This design comes from an exercise in tuning for small area, a short achievable clock period and few clock cycles on the open sky130 flow, not from production work.
The RTL of this run was laid out without a check of its function.
Power is estimated from default activity; no workload was simulated.

==> flow/design.v <==
package ppcrp_pkg;
	typedef struct packed {
		logic               op;
		logic [7:0]         reloc_type;
		logic [31:0]        section_base;
		logic [31:0]        place_offset;
		logic signed [31:0] addend;
		logic [31:0]        symbol_value;
		logic [31:0]        old_word;
	} req_t;
	typedef struct packed {
		logic [2:0]  status;
		logic [1:0]  write_size;
		logic [31:0] write_addr;
		logic [31:0] write_data;
		logic        last;
	} res_t;
	typedef struct packed {
		logic        sizing;   
		logic        base0;    
		logic        unsup;    
		logic        w32;      
		logic        half;     
		logic [1:0]  hsel;     
		logic        br;       
		logic        rel;      
		logic        is14;     
		logic [31:0] p;        
		logic [31:0] sa;       
		logic [25:0] adj;      
		logic [17:0] old;      
	} cmd_t;
	localparam logic OP_APPLY = 1'b0;
	localparam logic OP_SIZE  = 1'b1;
	localparam logic [2:0] ST_OK     = 3'd0;
	localparam logic [2:0] ST_CACHE  = 3'd1;
	localparam logic [2:0] ST_ADD    = 3'd2;
	localparam logic [2:0] ST_NOROOM = 3'd3;
	localparam logic [2:0] ST_UNSUP  = 3'd4;
	localparam logic [1:0] SZ_NONE = 2'd0;
	localparam logic [1:0] SZ_HALF = 2'd1;
	localparam logic [1:0] SZ_WORD = 2'd2;
	localparam logic [7:0] R_NONE       = 8'd0;
	localparam logic [7:0] R_ADDR32     = 8'd1;
	localparam logic [7:0] R_ADDR24     = 8'd2;
	localparam logic [7:0] R_ADDR16_LO  = 8'd4;
	localparam logic [7:0] R_ADDR16_HI  = 8'd5;
	localparam logic [7:0] R_ADDR16_HA  = 8'd6;
	localparam logic [7:0] R_ADDR14     = 8'd7;
	localparam logic [7:0] R_REL24      = 8'd10;
	localparam logic [7:0] R_REL14      = 8'd11;
	localparam logic [7:0] R_REL32      = 8'd26;
	localparam logic [7:0] R_SDAREL16   = 8'd32;
	localparam logic [7:0] R_TPREL16_LO = 8'd70;
	localparam logic [7:0] R_TPREL16_HI = 8'd71;
	localparam logic [7:0] R_TPREL16_HA = 8'd72;
	localparam logic [1:0] CFG_SMALL_BASE  = 2'd0;
	localparam logic [1:0] CFG_TRAMP_START = 2'd1;
	localparam logic [1:0] CFG_TRAMP_END   = 2'd2;
	localparam logic [31:0] INSN_LIS   = 32'h3d800000;
	localparam logic [31:0] INSN_ORI   = 32'h618c0000;
	localparam logic [31:0] INSN_MTCTR = 32'h7d8903a6;
	localparam logic [31:0] INSN_BCTR  = 32'h4e800420;
	localparam logic [31:0] MASK14     = 32'h0000fffc;
	localparam logic [31:0] MASK24     = 32'h03fffffc;
	localparam logic [32:0] VENEER_BYTES = 33'd16;
endpackage
module ppcrp_front (
	input  ppcrp_pkg::req_t req,
	output ppcrp_pkg::cmd_t cmd
);
	logic [7:0] t;
	always_comb begin
		t          = req.reloc_type;
		cmd.sizing = (req.op == ppcrp_pkg::OP_SIZE);
		cmd.base0  = (req.section_base == 32'd0);
		cmd.w32    = (t == ppcrp_pkg::R_ADDR32) || (t == ppcrp_pkg::R_REL32);
		cmd.half   = (t == ppcrp_pkg::R_ADDR16_LO) || (t == ppcrp_pkg::R_TPREL16_LO) ||
		             (t == ppcrp_pkg::R_ADDR16_HI) || (t == ppcrp_pkg::R_TPREL16_HI) ||
		             (t == ppcrp_pkg::R_ADDR16_HA) || (t == ppcrp_pkg::R_TPREL16_HA) ||
		             (t == ppcrp_pkg::R_SDAREL16);
		cmd.hsel[0] = (t == ppcrp_pkg::R_ADDR16_HI) || (t == ppcrp_pkg::R_TPREL16_HI) ||
		              (t == ppcrp_pkg::R_SDAREL16);
		cmd.hsel[1] = (t == ppcrp_pkg::R_ADDR16_HA) || (t == ppcrp_pkg::R_TPREL16_HA) ||
		              (t == ppcrp_pkg::R_SDAREL16);
		cmd.br     = (t == ppcrp_pkg::R_ADDR24) || (t == ppcrp_pkg::R_ADDR14) ||
		             (t == ppcrp_pkg::R_REL24) || (t == ppcrp_pkg::R_REL14);
		cmd.rel    = (t == ppcrp_pkg::R_REL24) || (t == ppcrp_pkg::R_REL14) ||
		             (t == ppcrp_pkg::R_REL32);
		cmd.is14   = (t == ppcrp_pkg::R_ADDR14) || (t == ppcrp_pkg::R_REL14);
		cmd.unsup  = !(cmd.w32 || cmd.half || cmd.br || (t == ppcrp_pkg::R_NONE));
		cmd.p      = req.section_base + req.place_offset;
		cmd.sa     = req.symbol_value + req.addend;
		cmd.adj    = cmd.rel ? 26'(req.addend - req.section_base - req.place_offset)
		                     : req.addend[25:0];
		cmd.old    = {req.old_word[31:16], req.old_word[1:0]};
	end
endmodule
module ppcrp_queue (
	input  logic            clk,
	input  logic            arst_n,
	input  logic            push,
	output logic            full,
	input  ppcrp_pkg::cmd_t wdata,
	input  logic            take,
	output logic            valid,
	output ppcrp_pkg::cmd_t head
);
	logic valid_q;
	logic accept;
	assign full   = valid_q && !take;
	assign accept = push && !full;
	assign valid  = valid_q;
	always_ff @(posedge clk or negedge arst_n) begin
		if (!arst_n) begin
			valid_q <= 1'b0;
		end else if (accept) begin
			valid_q <= 1'b1;
		end else if (take) begin
			valid_q <= 1'b0;
		end
	end
	always_ff @(posedge clk) begin
		if (accept) begin
			head <= wdata;
		end
	end
endmodule
module ppcrp_back (
	input  logic            clk,
	input  logic            arst_n,
	input  logic            cmd_valid,
	output logic            cmd_take,
	input  ppcrp_pkg::cmd_t cmd,
	input  logic            tnext_load,
	input  logic [31:0]     tnext_value,
	input  logic [31:0]     tramp_end,
	input  logic [31:0]     small_base,
	output logic            empty,
	input  logic            pop,
	output ppcrp_pkg::res_t res
);
	logic [31:0]     tnext_q;
	logic [2:0]      step_q;
	logic            out_valid_q;
	ppcrp_pkg::res_t out_q;
	logic            adv;
	logic            go;
	logic            room;
	logic            far;
	logic            ven;
	logic [31:0]     d;
	logic [15:0]     hw;
	logic [31:0]     mask;
	logic [31:0]     field;
	logic [31:0]     oldw;
	ppcrp_pkg::res_t nxt;
	assign adv      = !out_valid_q || pop;
	assign go       = cmd_valid && adv;
	assign cmd_take = go && nxt.last;
	assign empty    = !out_valid_q;
	assign res      = out_q;
	always_comb begin
		room  = ({1'b0, tnext_q} + ppcrp_pkg::VENEER_BYTES) <= {1'b0, tramp_end};
		d     = cmd.sa - cmd.p;
		mask  = cmd.is14 ? ppcrp_pkg::MASK14 : ppcrp_pkg::MASK24;
		oldw  = {cmd.old[17:2], 14'd0, cmd.old[1:0]};
		if (cmd.rel) begin
			far = cmd.is14 ? !((&d[31:15]) || !(|d[31:15]))
				: !((&d[31:25]) || !(|d[31:25]));
		end else begin
			far = cmd.is14 ? (|cmd.sa[31:16]) : (|cmd.sa[31:26]);
		end
		if (step_q == 3'd4) begin
			field = tnext_q - 32'd16 + {{6{cmd.adj[25]}}, cmd.adj};
		end else begin
			field = cmd.rel ? d : cmd.sa;
		end
		case (cmd.hsel)
			2'd0:    hw = cmd.sa[15:0];
			2'd1:    hw = cmd.sa[31:16];
			2'd2:    hw = cmd.sa[31:16] + {15'd0, cmd.sa[15]};
			default: hw = cmd.sa[15:0] - small_base[15:0];
		endcase
		ven = cmd.br && !cmd.sizing && far && ((step_q == 3'd0) ? room : (step_q != 3'd4));
		nxt            = '0;
		nxt.status     = ppcrp_pkg::ST_OK;
		nxt.write_size = ppcrp_pkg::SZ_NONE;
		nxt.last       = 1'b1;
		if (cmd.unsup) begin
			nxt.status = ppcrp_pkg::ST_UNSUP;
		end else if (cmd.sizing) begin
			if (cmd.br) begin
				nxt.status = cmd.base0 ? ppcrp_pkg::ST_CACHE
				           : far ? ppcrp_pkg::ST_ADD : ppcrp_pkg::ST_OK;
			end
		end else if (cmd.w32) begin
			nxt.write_size = ppcrp_pkg::SZ_WORD;
			nxt.write_addr = cmd.p;
			nxt.write_data = cmd.rel ? d : cmd.sa;
		end else if (cmd.half) begin
			nxt.write_size = ppcrp_pkg::SZ_HALF;
			nxt.write_addr = cmd.p;
			nxt.write_data = {16'd0, hw};
		end else if (cmd.br) begin
			if (ven) begin
				nxt.write_size = ppcrp_pkg::SZ_WORD;
				nxt.write_addr = tnext_q;
				nxt.last       = 1'b0;
				case (step_q[1:0])
					2'd0:    nxt.write_data = ppcrp_pkg::INSN_LIS | {16'd0, cmd.sa[31:16]};
					2'd1:    nxt.write_data = ppcrp_pkg::INSN_ORI | {16'd0, cmd.sa[15:0]};
					2'd2:    nxt.write_data = ppcrp_pkg::INSN_MTCTR;
					default: nxt.write_data = ppcrp_pkg::INSN_BCTR;
				endcase
			end else if (far && (step_q != 3'd4)) begin
				nxt.status = ppcrp_pkg::ST_NOROOM;
			end else begin
				nxt.write_size = ppcrp_pkg::SZ_WORD;
				nxt.write_addr = cmd.p;
				nxt.write_data = (oldw & ~mask) | (field & mask);
			end
		end
	end
	always_ff @(posedge clk or negedge arst_n) begin
		if (!arst_n) begin
			tnext_q     <= 32'd0;
			step_q      <= 3'd0;
			out_valid_q <= 1'b0;
		end else begin
			if (tnext_load) begin
				tnext_q <= tnext_value;
			end else if (go && ven) begin
				tnext_q <= tnext_q + 32'd4;
			end
			if (go) begin
				step_q <= nxt.last ? 3'd0 : step_q + 3'd1;
			end
			if (adv) begin
				out_valid_q <= go;
			end
		end
	end
	always_ff @(posedge clk) begin
		if (go) begin
			out_q <= nxt;
		end
	end
endmodule
module ppc_relocation_patcher_top (
	input  logic            clk,
	input  logic            arst_n,
	input  logic            push,
	output logic            full,
	input  logic [168:0]    req,
	output logic            empty,
	input  logic            pop,
	output logic [69:0]     res,
	input  logic            cfg_valid,
	output logic            cfg_ready,
	input  logic [1:0]      cfg_index,
	input  logic [31:0]     cfg_data
);
	ppcrp_pkg::req_t req_w;
	ppcrp_pkg::res_t res_w;
	logic [31:0]     small_base_q;
	logic [31:0]     tramp_end_q;
	logic            cfg_wr;
	logic            tnext_load;
	logic            q_take;
	logic            q_valid;
	ppcrp_pkg::cmd_t q_wdata;
	ppcrp_pkg::cmd_t q_head;
	assign req_w      = req;
	assign res        = res_w;
	assign cfg_ready  = 1'b1;
	assign cfg_wr     = cfg_valid && cfg_ready;
	assign tnext_load = cfg_wr && (cfg_index == ppcrp_pkg::CFG_TRAMP_START);
	always_ff @(posedge clk or negedge arst_n) begin
		if (!arst_n) begin
			small_base_q <= 32'd0;
			tramp_end_q  <= 32'd0;
		end else if (cfg_wr) begin
			case (cfg_index)
				ppcrp_pkg::CFG_SMALL_BASE: small_base_q <= cfg_data;
				ppcrp_pkg::CFG_TRAMP_END:  tramp_end_q  <= cfg_data;
				default: ;
			endcase
		end
	end
	ppcrp_front u_front (
		.req (req_w),
		.cmd (q_wdata)
	);
	ppcrp_queue u_queue (
		.clk    (clk),
		.arst_n (arst_n),
		.push   (push),
		.full   (full),
		.wdata  (q_wdata),
		.take   (q_take),
		.valid  (q_valid),
		.head   (q_head)
	);
	ppcrp_back u_back (
		.clk         (clk),
		.arst_n      (arst_n),
		.cmd_valid   (q_valid),
		.cmd_take    (q_take),
		.cmd         (q_head),
		.tnext_load  (tnext_load),
		.tnext_value (cfg_data),
		.tramp_end   (tramp_end_q),
		.small_base  (small_base_q),
		.empty       (empty),
		.pop         (pop),
		.res         (res_w)
	);
endmodule
==> flow/run.sh <==
#!/bin/bash
# synth_recipe.tcl (not shown) runs the flow's synth.tcl, then flattens the netlist and writes it again
# the make line also repeats each setting of config.mk as NAME=value (left out here)
make -C /OpenROAD-flow-scripts/flow DESIGN_CONFIG=/design/flow/config.mk WORK_HOME=/design/flow/orfs CLKGATE_MAP_FILE= SYNTH_SCRIPT=/design/flow/synth_recipe.tcl finish
==> flow/config.mk <==
export PLATFORM = sky130hd
export DESIGN_NAME = ppc_relocation_patcher_top
export DESIGN_NICKNAME = ppc_relocation_patcher_top
export VERILOG_FILES = /design/flow/design.v
export SDC_FILE = /design/flow/constraint.sdc
export NUM_CORES = 4
export LEC_CHECK = 0
export CAP_MARGIN = 20
export CORE_MARGIN = 2
export CORE_UTILIZATION = 40
export SLEW_MARGIN = 20
==> flow/constraint.sdc <==
create_clock -name core_clock -period 6.0 [get_ports {clk}]
set_input_delay 1.2000 -clock core_clock [delete_from_list [all_inputs] [get_ports {clk}]]
set_output_delay 1.2000 -clock core_clock [all_outputs]
set_load 0.01 [all_outputs]
==> metrics.csv <==
stage,metric,value,unit
status,status,"complete, no violations",
logic_synthesis,post-synth net total,3069,
timing,PnR worst setup slack,0.219,ns
logic_synthesis,Synth cell types,83,
logic_synthesis,commonest cells in the netlist,"280 x inv_1, 249 x ha_1, 203 x nand2_1",
detailed_routing,DR vias,20700,
flow_run,max_cap viols,0,
timing,final setup vio count,0,
power_and_ir_drop,leakage power,12.4,nW
cells_and_area,Layout Cells excl Fill,3736,
logic_synthesis,Synth area leaders,"edfxtp_1 24%, ha_1 13%, dfrtp_1 9.1%",
logic_synthesis,"Seq/Total Area, Yosys",0.334,
logic_synthesis,XOR/XNOR Fraction of Synth Area,0.0685,
detailed_routing,ANT nets after route,0,
critical_path,Crit. End Element,output port,
placement,RD Place Congestion,0.901,
cells_and_area,Post-Route Utilization,0.505,
critical_path,Slowest cell on crit path,a2111oi_4,
logic_synthesis,cell taking the most area after synthesis,edfxtp_1,
timing,endpoints failing hold,0,
cells_and_area,Nets,3434,
grt,grt ovf,0,
clocking,total CTS buffers,30,
clocking,CTS max path bufs,3,
clocking,worst skew pair latency,0.58,ns
grt,GRT Overall Usage,0.261,
clocking,# clock sinks,273,
placement,post-DP HPWL,65200,microns
power_and_ir_drop,Tot Pwr,7.53,mW
timing,Final Slew Violations,0,
detailed_routing,final wirelength,79900,microns
cells_and_area,"Area growth, synth to finish",24.8,%
timing,Layout Skew,0.0135,ns
critical_path,Crit path top cell by count,and3_4,
logic_synthesis,Post-Synth Adder-Cell Area,0.160,
grt,vias in the first global route,20500,
clocking,H-tree levels,1,
logic_synthesis,Post-synth EDFFs,188,
cells_and_area,n_diodes,0,
detailed_routing,drt pass-1 iters,5,
logic_synthesis,mapped cell area,0.0233,sq mm
logic_synthesis,ys async rst share,0.311,
clocking,hold buffers post-CTS,0,
critical_path,top cell family by delay on the critical path,compound AO/OA/AOI/OAI gates,
logic_synthesis,largest family of logic cells by synthesized area,compound AO/OA/AOI/OAI gates,
critical_path,kind of critical path,flip-flop to output port,
logic_synthesis,top-count cell post-synth,inv_1,
logic_synthesis,ys flop type,edfxtp_1,
floorplanning,Die Ht,245,microns
critical_path,cells along the critical path,ha_2 -> and3_4 -> and3_4 -> and3_4 -> nand3_4 -> buf_4 -> xnor2_2 -> ha_1 -> a21o_1 -> a21o_1 -> a21oi_2 -> o21ai_1 -> a22oi_2 -> o211ai_1 -> a2111oi_4 -> o21ai_4 -> inv_2 -> nand4_1 -> nor2_4 -> o21ai_2 -> inv_1 -> buf_2,
grt,global-route wire length before repair,120000,microns
critical_path,worst path bufs/invs,4,
clocking,TritonCTS clock tree,yes,
logic_synthesis,mux cell area share after synthesis,0.0360,
cells_and_area,fillers,5313,
placement,DP Worst Slack,-0.157,ns
critical_path,Critical Path AT,4.58,ns
timing,period utilization,0.963,
floorplanning,Initial Util,0.404,
critical_path,worst-path maximum fanout,2,
floorplanning,Die Area,0.0602,sq mm
cells_and_area,share of layout cells above drive strength 1,0.110,
clocking,Root Driver,clkbuf_16,
timing,fmax,173,MHz
detailed_routing,# DRC,0,
grt,initial antenna violation count,0,
logic_synthesis,area share of the largest cell type after synthesis,0.242,
clocking,clk slew on worst S/H paths,0.06,ns
floorplanning,row count,88,
logic_synthesis,cell count after synthesis,2582,
detailed_routing,average wire per standard cell,21.4,microns
timing,Tmin final,5.78,ns
power_and_ir_drop,Max IR drop VDD,0.253,mV
logic_synthesis,Syn Area/Cell,9.02,sq um
logic_synthesis,Compound-Gate Fraction of Synth Area,0.188,
timing,slew at the pin with the worst max-slew slack,1.06,ns
power_and_ir_drop,P per Cell Area,259,mW/mm^2
detailed_routing,Via density,5.54,
logic_synthesis,Yosys warnings,4,
logic_synthesis,#FFs+latches synth,273,
critical_path,CP Launch Type,flip-flop,
worst_hold_path,hold crit path type,primary input to async pin,
timing,relative slew slack,0.284,
critical_path,"Data required, critical path",4.80,ns
grt,largest net degree at the start of global routing,72,
detailed_routing,drt initial violations,1543,
floorplanning,Chip Width,245,microns
placement,Placed Cells,3655,
logic_synthesis,simple-gate share of the synthesized area,0.152,
floorplanning,I/O pin total,281,
floorplanning,Core Region,0.0576,sq mm
placement,I/O Buffers,265,
critical_path,"slowest stage delay, CP",0.46,ns
==> logic make-up (layout without fill, tap and decap cells) <==
logic type	count (synthesis)	in the layout
compound gates	668	668
mux	76	76
simple gates	726	726
fa+ha+maj	280	280
other cells	1	1
flops	273	273
xor+xnor	182	182
buf+inv	376	765
==> flip-flops by register name, indices dropped and copies added, names as in the netlist <==
name                flops
u_queue.head          118
u_back.tnext_q         32
u_back.out_valid_q      1
tramp_end_q            32
small_base_q           16
u_back.step_q           3
u_queue.valid_q         1
u_back.out_q           70
==> worst register-to-register path: cells and delay by family, from the launching register on <==
family	cells	cell delay (ns)
xor gates and xnor gates	1	0.08
and+or+nand+nor	6	1.22
adders and majority gates	2	0.51
AOI/OAI and AO/OA	6	0.87
buffers and inverters	20	2.42
DFF	1	0.36
==> final timing paths <==
kind / endpoint / cells after the start / from / slack (ns)
setup reg to reg: u_back.out_q[17] / 35 / u_back.tnext_q[5] / 0.24
min in group core_clock: tramp_end_q[7] / 1 / tramp_end_q[7] / 0.50
hold / removal: small_base_q[3] / 1 / arst_n / 0.47
setup / recovery: full / 22 / u_back.tnext_q[5] / 0.22
max in group asynchronous: u_back.tnext_q[19] / 2 / arst_n / 4.33
hold reg to reg: tramp_end_q[7] / 1 / tramp_end_q[7] / 0.50
==> layout by cell type, fill, tap and decap left out, types with 32 or more instances in the layout <==
cell / netlist / routed
mux2_2: 41 / 41
clkdlybuf4s50_1: 0 / 263
ha_1: 249 / 246
nand2_1: 203 / 202
a21o_1: 61 / 61
nand3_1: 60 / 57
xnor2_1: 127 / 124
buf_4: 1 / 160
mux2i_1: 33 / 33
nor3_1: 49 / 48
nor2_1: 177 / 172
nand4_1: 39 / 39
a21oi_1: 160 / 157
nand2b_1: 32 / 32
dfrtp_1: 85 / 85
edfxtp_1: 188 / 188
xor2_1: 55 / 55
inv_1: 280 / 278
o21ai_0: 146 / 142
==> power by group <==
| group | total (mW) | internal (mW) | switching (mW) |
|---|---|---|---|
| clock network | 1.80 | 1.02 | 0.776 |
| registers | 2.48 | 2.29 | 0.191 |
| logic | 3.26 | 1.42 | 1.83 |
| total | 7.53 | 4.74 | 2.80 |
==> metal layers <==
| metal | GRT usage | up-vias | share of wire | wire, microns |
|---|---|---|---|---|
| met4 | 0.0904 | 0 | 0.034 | 2740 |
| met1 | 0.368 | 9858 | 0.46 | 36600 |
| met2 | 0.420 | 705 | 0.45 | 36000 |
| li1 | - | 10000 | - | - |
| met5 | 0 | - | 0 | 0 |
| met3 | 0.0223 | 120 | 0.057 | 4590 |
==> cell type report <==
class / count / area (sq um) / share of cell area
Multi-Input combinational cell: 1933 / 14400 / 0.496
Sequential cell: 273 / 7770 / 0.268
Timing Repair Buffer: 427 / 3880 / 0.134
Inverter: 282 / 1060 / 0.0365
Tap cell: 765 / 957 / 0.0329
Clock buffer: 39 / 836 / 0.0288
Clock inverter: 17 / 128 / 0.00439
==> metrics by stage <==
step | cell area (sq um) | TNS (ns) | hold WS, ns
2_1_floorplan | 23300 | 0 | 0.450
3_3_place_gp | 27600 | -0.138 | 0.468
3_5_place_dp | 27600 | -0.157 | 0.471
4_1_cts | 28800 | 0 | 0.452
5_1_grt | 29100 | -0.0123 | 0.479
6_report | 29100 | 0 | 0.470
==> repair_timing <==
action	4_1_cts	5_1_grt
cloned	0	0
resized for setup	29	42
buffers inserted	22	7
pin swaps	8	25
endpoints found under the setup margin	1	4

re-timing with driven ports:
No port has a modelled driver above. Below, the same layout with a new extraction and two added sets of constraints.
Step 1: set_driving_cell puts a clkbuf_16 on clk and a buf_2 on each other input, an assumption about the parent block.
Step 2 adds t to the input delays and takes it off the output delays; t is the mean of the earliest and latest rising clock arrival at the registers after step 1. Input paths then give back, and output paths get back, about the clock's delay inside the block.
Three values: ideal, step 1, step 2; two values: the first two.
t (ns): 0.631
setup slack, ns: 0.219 / 0.163 / 0.054
latest minus earliest clock arrival (ns): 0.014 / 0.013
worst data-port slew with drivers (ns): 0.06
After both steps setup and hold are still met in this run. For this run, drivers alone change the setup slack by -0.056 ns; drivers and shift together by -0.165 ns.
